Context: an optimization exercise on an open-source flow, tuned for small area, a short achievable clock period and few clock cycles per item. The choices shown serve that exercise and are no tape-out recipe.
Function was checked by simulation only, so behaviour that the tests miss may differ from the original.
Power is estimated from default activity; no workload was simulated.

Setup of run a:
==> flow/design.v (excerpt) <==
module axi_wr_slave (
    input  wire logic                  clk,
    input  wire logic                  rst_n,
    input  wire axi_wr_pkg::aw_cmd_t   aw,
    input  wire logic                  aw_valid,
    output logic                       aw_ready,
    input  wire axi_wr_pkg::w_beat_t   w,
    input  wire logic                  w_valid,
    output logic                       w_ready,
    output axi_wr_pkg::b_resp_t        b,
    output logic                       b_valid,
    input  wire logic                  b_ready,
    output axi_wr_pkg::mem_wr_t        mem,
    output logic                       mem_we,
    input  wire logic                  mem_ready
);
clock: 5.5 ns
lec_check: 0
abc_area: 1
cap_margin: 20
core_margin: 2
core_utilization: 50
cts_buf_list: sky130_fd_sc_hd__clkbuf_8
setup_slack_margin: 2.7
slew_margin: 20
standard.sh (not shown) runs the stock make flow with config.mk's settings and CLKGATE_MAP_FILE= SYNTH_SCRIPT=/design/flow/synth_recipe.tcl, a recipe that flattens the netlist after the stock synthesis.
==> flow/flow/run.sh <==
#!/bin/bash
# Layout flow: the standard flow, with three changes in how the layout
# is made:
#  - after the standard synthesis, the combinational logic is mapped again
#    by ABC with its area-only mapper (the registers are kept as they are, same cells and
#    names), and the rest of the flow starts from that netlist;
#  - the port buffers are inserted as buf_1 cells instead of the default
#    delay buffers;
#  - timing repair only resizes cells and swaps pins.
# Each tool's output goes to a log file of its own in this folder.
set -euo pipefail

export BUFFER_PORTS_ARGS="-buffer_cell sky130_fd_sc_hd__buf_1"
export SETUP_MOVE_SEQUENCE="sizeup,swap"

RES=orfs/results/${FLOW_PLATFORM}/axi_wr_slave/base
LOGS=orfs/logs/${FLOW_PLATFORM}/axi_wr_slave/base
LIB=${FLOW_HOME}/platforms/${FLOW_PLATFORM}/lib/sky130_fd_sc_hd__tt_025C_1v80.lib
YOSYS=${FLOW_HOME}/../tools/install/yosys/bin/yosys
[[ -x $YOSYS ]] || YOSYS=yosys

# 1. Standard synthesis
bash standard.sh synth > synth.log 2>&1

# 2. Map the combinational logic again, for area
cp $RES/1_2_yosys.v $RES/1_2_yosys_std.v
DONT_USE=$(grep -m1 -o "^abc -script .*" $LOGS/1_2_yosys.log | grep -o -- "-dont_use [^ ]*" | tr '\n' ' ')
cat > reabc.ys <<EOS
read_liberty -ignore_miss_func $LIB
blackbox sky130_fd_sc_hd__*df* sky130_fd_sc_hd__*dl* sky130_fd_sc_hd__conb_1
read_verilog $RES/1_2_yosys_std.v
hierarchy -top ${FLOW_TOP}
flatten
opt -purge
abc -liberty $LIB $DONT_USE -script +strash;ifraig;dc2;rewrite,-z;refactor,-z;dch,-f;amap
read_liberty -lib -overwrite $LIB
opt_clean -purge
setundef -zero
splitnets
opt_clean -purge
hilomap -singleton -hicell sky130_fd_sc_hd__conb_1 HI -locell sky130_fd_sc_hd__conb_1 LO
insbuf -buf sky130_fd_sc_hd__buf_4 A X
check -assert
stat -liberty $LIB
write_verilog -noattr -nohex -nodec $RES/1_2_yosys.v
EOS
$YOSYS -s reabc.ys > reabc.log 2>&1

# 3. Rebuild the synthesis database from the new netlist, then the rest
rm -f $RES/1_synth.odb
bash standard.sh synth > synth_odb.log 2>&1
bash standard.sh > standard.log 2>&1
Testbench counts of run a, summed over its fixed seeds: cycles 15,030, beats 13,386.
[inputs] run b vs run a
# run a
export LEC_CHECK = 0
export ABC_AREA = 1
export CAP_MARGIN = 20
export CORE_MARGIN = 2
export CORE_UTILIZATION = 50
export CTS_BUF_LIST = sky130_fd_sc_hd__clkbuf_8
export SETUP_SLACK_MARGIN = 2.7
export SLEW_MARGIN = 20
create_clock -name core_clock -period 5.5 [get_ports {clk}]
# run b
export LEC_CHECK = 0
export ABC_AREA = 1
export CAP_MARGIN = 20
export CORE_MARGIN = 2
export CORE_UTILIZATION = 50
export CTS_BUF_LIST = sky130_fd_sc_hd__clkbuf_8
export SETUP_SLACK_MARGIN = 2.6
export SLEW_MARGIN = 20
create_clock -name core_clock -period 5.5 [get_ports {clk}]
-- flow/flow/run.sh --
<<< run a, line 3
# is made:
#  - after the standard synthesis, the combinational logic is mapped again
#    by ABC with its area-only mapper (the registers are kept as they are, same cells and
#    names), and the rest of the flow starts from that netlist;
#  - the port buffers are inserted as buf_1 cells instead of the default
#    delay buffers;
>>> run b, line 3
# is made:
#  - after the standard synthesis, the combinational logic is mapped again
#    by ABC with its area-only mapper, and the logic feeding the outputs
#    once more for delay (the registers are kept as they are, same cells
#    and names); the rest of the flow starts from that netlist;
#  - the port buffers are inserted as buf_1 cells instead of the default
#    delay buffers;
<<< run a, line 36
read_liberty -lib -overwrite $LIB
opt_clean -purge
setundef -zero
splitnets
>>> run b, line 37
read_liberty -lib -overwrite $LIB
opt_clean -purge
# The logic between the registers or inputs and the outputs is mapped
# again for delay: it sets the clock period
select -set ocone o:* %ci*:-sky130_fd_sc_hd__dfxtp_1[CLK,D]:-sky130_fd_sc_hd__dfrtp_1[CLK,D,RESET_B]:-sky130_fd_sc_hd__dfstp_2[CLK,D,SET_B]
select -set ocells @ocone t:* %i t:sky130_fd_sc_hd__*df* %d t:sky130_fd_sc_hd__conb_1 %d
tee -o ocells.txt select -list @ocells
abc -liberty $LIB $DONT_USE -D 1 @ocells
read_liberty -lib -overwrite $LIB
opt_clean -purge
setundef -zero
splitnets
Results
Compared with run a, run b shows a fraction of power consumed by sequential logic that is 1.2 points higher.
As of run b, estimated wirelength of the detail-placed design had risen by a few percent compared to run a.
The critical path depth of run b is lower than that of run a.
The internal power of the cells reported for run b is smaller than that of run a by 4.5%.
Changes observed in run b relative to run a: routing usage on met2 rose by 0.93 points; routed wire length moved down; final worst setup slack moved down; maximum frequency now smaller.
When run b is set beside run a, its sequential portion of the cell area turns out to be 2.8 points larger.
Going from run a to run b, post-route clock period utilization grows by 1.1 points.

========
## the baseline
The RTL this note starts from:
==> flow/design.v <==
`default_nettype none
package axi_wr_pkg;
    localparam int ADDR_W   = 32;
    localparam int DATA_W   = 32;
    localparam int STRB_W   = DATA_W / 8;
    localparam int ID_W     = 4;
    localparam int LEN_W    = 8;
    localparam int SIZE_W   = 3;
    localparam int MAX_SIZE = 2;
    localparam int PAGE_BIT = 12;
    localparam int AW_DEPTH = 4;
    localparam int W_DEPTH  = 16;
    localparam int B_DEPTH  = 4;
    localparam int AW_W  = ID_W + ADDR_W + LEN_W + SIZE_W + 2;
    localparam int W_W   = DATA_W + STRB_W + 1;
    localparam int B_W   = ID_W + 2;
    localparam int MEM_W = ID_W + ADDR_W + DATA_W + STRB_W + 1;
    typedef enum logic [1:0] {
        FIXED = 2'b00,
        INCR  = 2'b01,
        WRAP  = 2'b10,
        RSVD  = 2'b11
    } burst_e;
    typedef enum logic [1:0] {
        OKAY   = 2'b00,
        SLVERR = 2'b10
    } resp_e;
    typedef struct packed {
        logic [ID_W-1:0]   id;
        logic [ADDR_W-1:0] addr;
        logic [LEN_W-1:0]  len;
        logic [SIZE_W-1:0] size;
        burst_e            burst;
    } aw_cmd_t;
    typedef struct packed {
        logic [DATA_W-1:0] data;
        logic [STRB_W-1:0] strb;
        logic              last;
    } w_beat_t;
    typedef struct packed {
        logic [ID_W-1:0] id;
        resp_e           resp;
    } b_resp_t;
    typedef struct packed {
        logic [ID_W-1:0]   id;
        logic [ADDR_W-1:0] addr;
        logic [DATA_W-1:0] data;
        logic [STRB_W-1:0] strb;
        logic              last;
    } mem_wr_t;
endpackage
`default_nettype wire
`timescale 1ns/1ps
`default_nettype none
module sync_fifo #(
    parameter int WIDTH = 8,
    parameter int DEPTH = 4
) (
    input  wire logic             clk,
    input  wire logic             rst_n,
    input  wire logic             push,
    input  wire logic [WIDTH-1:0] din,
    output logic                  full,
    input  wire logic             pop,
    output logic      [WIDTH-1:0] dout,
    output logic                  empty
);
    logic [WIDTH-1:0]           mem [DEPTH];
    logic [$clog2(DEPTH)-1:0]   wr_ptr;
    logic [$clog2(DEPTH)-1:0]   rd_ptr;
    logic [$clog2(DEPTH+1)-1:0] count;
    logic                       do_push;
    logic                       do_pop;
    assign do_push = push && !full;
    assign do_pop  = pop && !empty;
    assign full  = (count == DEPTH);
    assign empty = (count == '0);
    assign dout  = mem[rd_ptr];
    always_ff @(posedge clk) begin
        if (do_push) begin
            mem[wr_ptr] <= din;
        end
    end
    always_ff @(posedge clk or negedge rst_n) begin
        if (!rst_n) begin
            wr_ptr <= '0;
            rd_ptr <= '0;
            count  <= '0;
        end else begin
            if (do_push) begin
                wr_ptr <= (wr_ptr == DEPTH - 1) ? '0 : wr_ptr + 1'b1;
            end
            if (do_pop) begin
                rd_ptr <= (rd_ptr == DEPTH - 1) ? '0 : rd_ptr + 1'b1;
            end
            case ({do_push, do_pop})
                2'b10:   count <= count + 1'b1;
                2'b01:   count <= count - 1'b1;
                default: count <= count;
            endcase
        end
    end
endmodule
`default_nettype wire
`timescale 1ns/1ps
`default_nettype none
module aw_decode (
    input  wire logic [axi_wr_pkg::SIZE_W-1:0]    size,
    input  wire logic [1:0]                       burst,
    input  wire logic [axi_wr_pkg::PAGE_BIT-1:0]  cur_addr,
    output logic      [axi_wr_pkg::PAGE_BIT-1:0]  nxt_addr,
    output logic                                  size_err
);
    logic [axi_wr_pkg::PAGE_BIT-1:0] aligned;
    logic [axi_wr_pkg::PAGE_BIT-1:0] incr;
    logic [axi_wr_pkg::PAGE_BIT:0]   sum;
    always_comb begin
        aligned = cur_addr & ({axi_wr_pkg::PAGE_BIT{1'b1}} << size);
        if (burst == axi_wr_pkg::FIXED) incr = '0;
        else                            incr = axi_wr_pkg::PAGE_BIT'(1) << size;
        sum = {1'b0, aligned} + {1'b0, incr};
        nxt_addr = sum[axi_wr_pkg::PAGE_BIT] ? cur_addr
                                             : sum[axi_wr_pkg::PAGE_BIT-1:0];
    end
    assign size_err = (size > axi_wr_pkg::SIZE_W'(axi_wr_pkg::MAX_SIZE));
endmodule
`default_nettype wire
`timescale 1ns/1ps
`default_nettype none
module burst_engine (
    input  wire logic                      clk,
    input  wire logic                      rst_n,
    input  wire axi_wr_pkg::aw_cmd_t       cmd,
    input  wire logic                      cmd_valid,
    output logic                           cmd_ready,
    input  wire axi_wr_pkg::w_beat_t       beat,
    input  wire logic                      beat_valid,
    output logic                           beat_ready,
    output axi_wr_pkg::mem_wr_t            mem,
    output logic                           mem_we,
    input  wire logic                      mem_ready,
    output logic                           resp_push,
    output logic                           resp_size_err,
    output logic [axi_wr_pkg::ID_W-1:0]    resp_id,
    input  wire logic                      resp_stall
);
    localparam int PB = axi_wr_pkg::PAGE_BIT;
    logic                           first_q;
    logic [axi_wr_pkg::LEN_W-1:0]   rem_q;
    logic [PB-1:0]                  addr_q;
    logic [PB-1:0]                  cur_addr;
    logic [PB-1:0]                  nxt_addr;
    logic                           last_beat;
    logic                           wr;
    assign last_beat = first_q ? (cmd.len == '0) : (rem_q == '0);
    assign cur_addr  = first_q ? cmd.addr[PB-1:0] : addr_q;
    aw_decode u_aw_decode (
        .size     (cmd.size),
        .burst    (cmd.burst),
        .cur_addr (cur_addr),
        .nxt_addr (nxt_addr),
        .size_err (resp_size_err)
    );
    assign mem_we     = cmd_valid && beat_valid && !(last_beat && resp_stall);
    assign wr         = mem_we && mem_ready;
    assign beat_ready = wr;
    assign cmd_ready  = wr && last_beat;
    assign resp_push  = cmd_ready;
    assign resp_id    = cmd.id;
    always_comb begin
        mem.id   = cmd.id;
        mem.addr = {cmd.addr[axi_wr_pkg::ADDR_W-1:PB], cur_addr};
        mem.data = beat.data;
        mem.strb = beat.strb;
        mem.last = beat.last;
    end
    always_ff @(posedge clk or negedge rst_n) begin
        if (!rst_n) begin
            first_q <= 1'b1;
        end else if (wr) begin
            first_q <= last_beat;
        end
    end
    always_ff @(posedge clk) begin
        if (wr) begin
            rem_q  <= (first_q ? cmd.len : rem_q) - 1'b1;
            addr_q <= nxt_addr;
        end
    end
endmodule
`default_nettype wire
`timescale 1ns/1ps
`default_nettype none
module wresp_gen (
    input  wire logic                        clk,
    input  wire logic                        rst_n,
    input  wire logic                        push,
    input  wire logic                        size_err,
    input  wire logic [axi_wr_pkg::ID_W-1:0] id,
    output logic                             stall,
    output axi_wr_pkg::b_resp_t              b,
    output logic                             b_valid,
    input  wire logic                        b_ready
);
    logic [axi_wr_pkg::ID_W-1:0] id_q;
    logic                        err_q;
    assign stall   = b_valid && !b_ready;
    assign b.id    = id_q;
    assign b.resp  = err_q ? axi_wr_pkg::SLVERR : axi_wr_pkg::OKAY;
    always_ff @(posedge clk or negedge rst_n) begin
        if (!rst_n) begin
            b_valid <= 1'b0;
        end else if (push) begin
            b_valid <= 1'b1;
        end else if (b_ready) begin
            b_valid <= 1'b0;
        end
    end
    always_ff @(posedge clk) begin
        if (push) begin
            id_q  <= id;
            err_q <= size_err;
        end
    end
endmodule
`default_nettype wire
`timescale 1ns/1ps
`default_nettype none
module axi_wr_slave (
    input  wire logic                  clk,
    input  wire logic                  rst_n,
    input  wire axi_wr_pkg::aw_cmd_t   aw,
    input  wire logic                  aw_valid,
    output logic                       aw_ready,
    input  wire axi_wr_pkg::w_beat_t   w,
    input  wire logic                  w_valid,
    output logic                       w_ready,
    output axi_wr_pkg::b_resp_t        b,
    output logic                       b_valid,
    input  wire logic                  b_ready,
    output axi_wr_pkg::mem_wr_t        mem,
    output logic                       mem_we,
    input  wire logic                  mem_ready
);
    logic                          resp_push;
    logic                          resp_size_err;
    logic [axi_wr_pkg::ID_W-1:0]   resp_id;
    logic                          resp_stall;
    burst_engine u_burst_engine (
        .clk           (clk),
        .rst_n         (rst_n),
        .cmd           (aw),
        .cmd_valid     (aw_valid),
        .cmd_ready     (aw_ready),
        .beat          (w),
        .beat_valid    (w_valid),
        .beat_ready    (w_ready),
        .mem           (mem),
        .mem_we        (mem_we),
        .mem_ready     (mem_ready),
        .resp_push     (resp_push),
        .resp_size_err (resp_size_err),
        .resp_id       (resp_id),
        .resp_stall    (resp_stall)
    );
    wresp_gen u_wresp_gen (
        .clk      (clk),
        .rst_n    (rst_n),
        .push     (resp_push),
        .size_err (resp_size_err),
        .id       (resp_id),
        .stall    (resp_stall),
        .b        (b),
        .b_valid  (b_valid),
        .b_ready  (b_ready)
    );
endmodule
`default_nettype wire
export LEC_CHECK = 0
export CAP_MARGIN = 20
export CORE_MARGIN = 2
export CORE_UTILIZATION = 40
export SETUP_SLACK_MARGIN = 2
export SLEW_MARGIN = 20
create_clock -name core_clock -period 5.5 [get_ports {clk}]
run.sh (not shown) runs the stock make flow with config.mk's settings and CLKGATE_MAP_FILE= SYNTH_SCRIPT=/design/flow/synth_recipe.tcl, a recipe that flattens the netlist after the stock synthesis.
Stock flow here: none of the scripts above is used.
Testbench counts of the baseline, summed over its fixed seeds: cycles 14,390, beats 13,386.
Edits applied to the flow inputs when going from the baseline to the candidate:
==> flow/flow/run.sh (new file) <==
#!/bin/bash
export BUFFER_PORTS_ARGS="-buffer_cell sky130_fd_sc_hd__buf_2"
bash standard.sh > standard.log 2>&1
==> flow/standard.sh (new file) <==
#!/bin/bash
# synth_recipe.tcl (not shown) runs the flow's synth.tcl, then flattens the netlist and writes it again
# the make line also repeats each setting of config.mk as NAME=value (left out here)
make -C /OpenROAD-flow-scripts/flow DESIGN_CONFIG=/design/flow/config.mk WORK_HOME=/design/flow/orfs CLKGATE_MAP_FILE= SYNTH_SCRIPT=/design/flow/synth_recipe.tcl "${@:-finish}"
removed: flow/run.sh
When the final numbers for the candidate and the baseline were put side by side, the total of cells resized after clock tree synthesis turned out to be greater in the baseline. Taking the baseline as the reference, in the candidate mean routed wirelength per cell moved down; worst-margin pin slew moved up; power moved down; number of iterations in the first detailed-routing pass moved down. Summary of the comparison: HPWL after detailed placement is lower in the candidate, relative to the baseline. Cell area | the candidate vs the baseline | the candidate smaller. The run showing the smaller wire length is the candidate. In the candidate, detail-routed via count per cell is lower than in the baseline. Most common library cell in the layout ignoring fill and taps = sky130_fd_sc_hd__buf_2: the candidate; most common library cell in the layout ignoring fill and taps = sky130_fd_sc_hd__clkdlybuf4s50_1: the baseline.

separate check: timing with driven ports:
Ports are ideal in the flow. The routed layouts listed here were re-timed in OpenROAD. Step 1: set_driving_cell puts a clkbuf_16 on clk and a buf_2 on each other input, an assumption about the parent block. Step 2 times the ports against the registers' clock, not the clock port: input delays grow and output delays shrink by t, the midpoint of the rising clock arrivals with the driver on. Slacks: no drivers / after step 1 / after step 2; pairs: no drivers / after step 1.
run	t (ns)	setup WS [ns]	hold slack, ns	worst setup path at the end	worst data-port slew with drivers (ns)
run a	0.287	2.739 / 2.711 / 2.424	0.500 / 0.500 / 0.500	input to register	0.12
run b	0.280	2.679 / 2.654 / 2.448	0.498 / 0.498 / 0.498	input to register	0.12
the baseline	0.300	2.014 / 1.987 / 1.838	0.629 / 0.629 / 0.629	input to register	0.07
the candidate	0.297	1.921 / 1.888 / 1.861	0.598 / 0.595 / 0.618	input to register	0.07
After both steps setup and hold are still met in every run listed. The setup slack of run a, which loses most, moves by -0.028 ns with the drivers and by -0.315 ns with both steps.
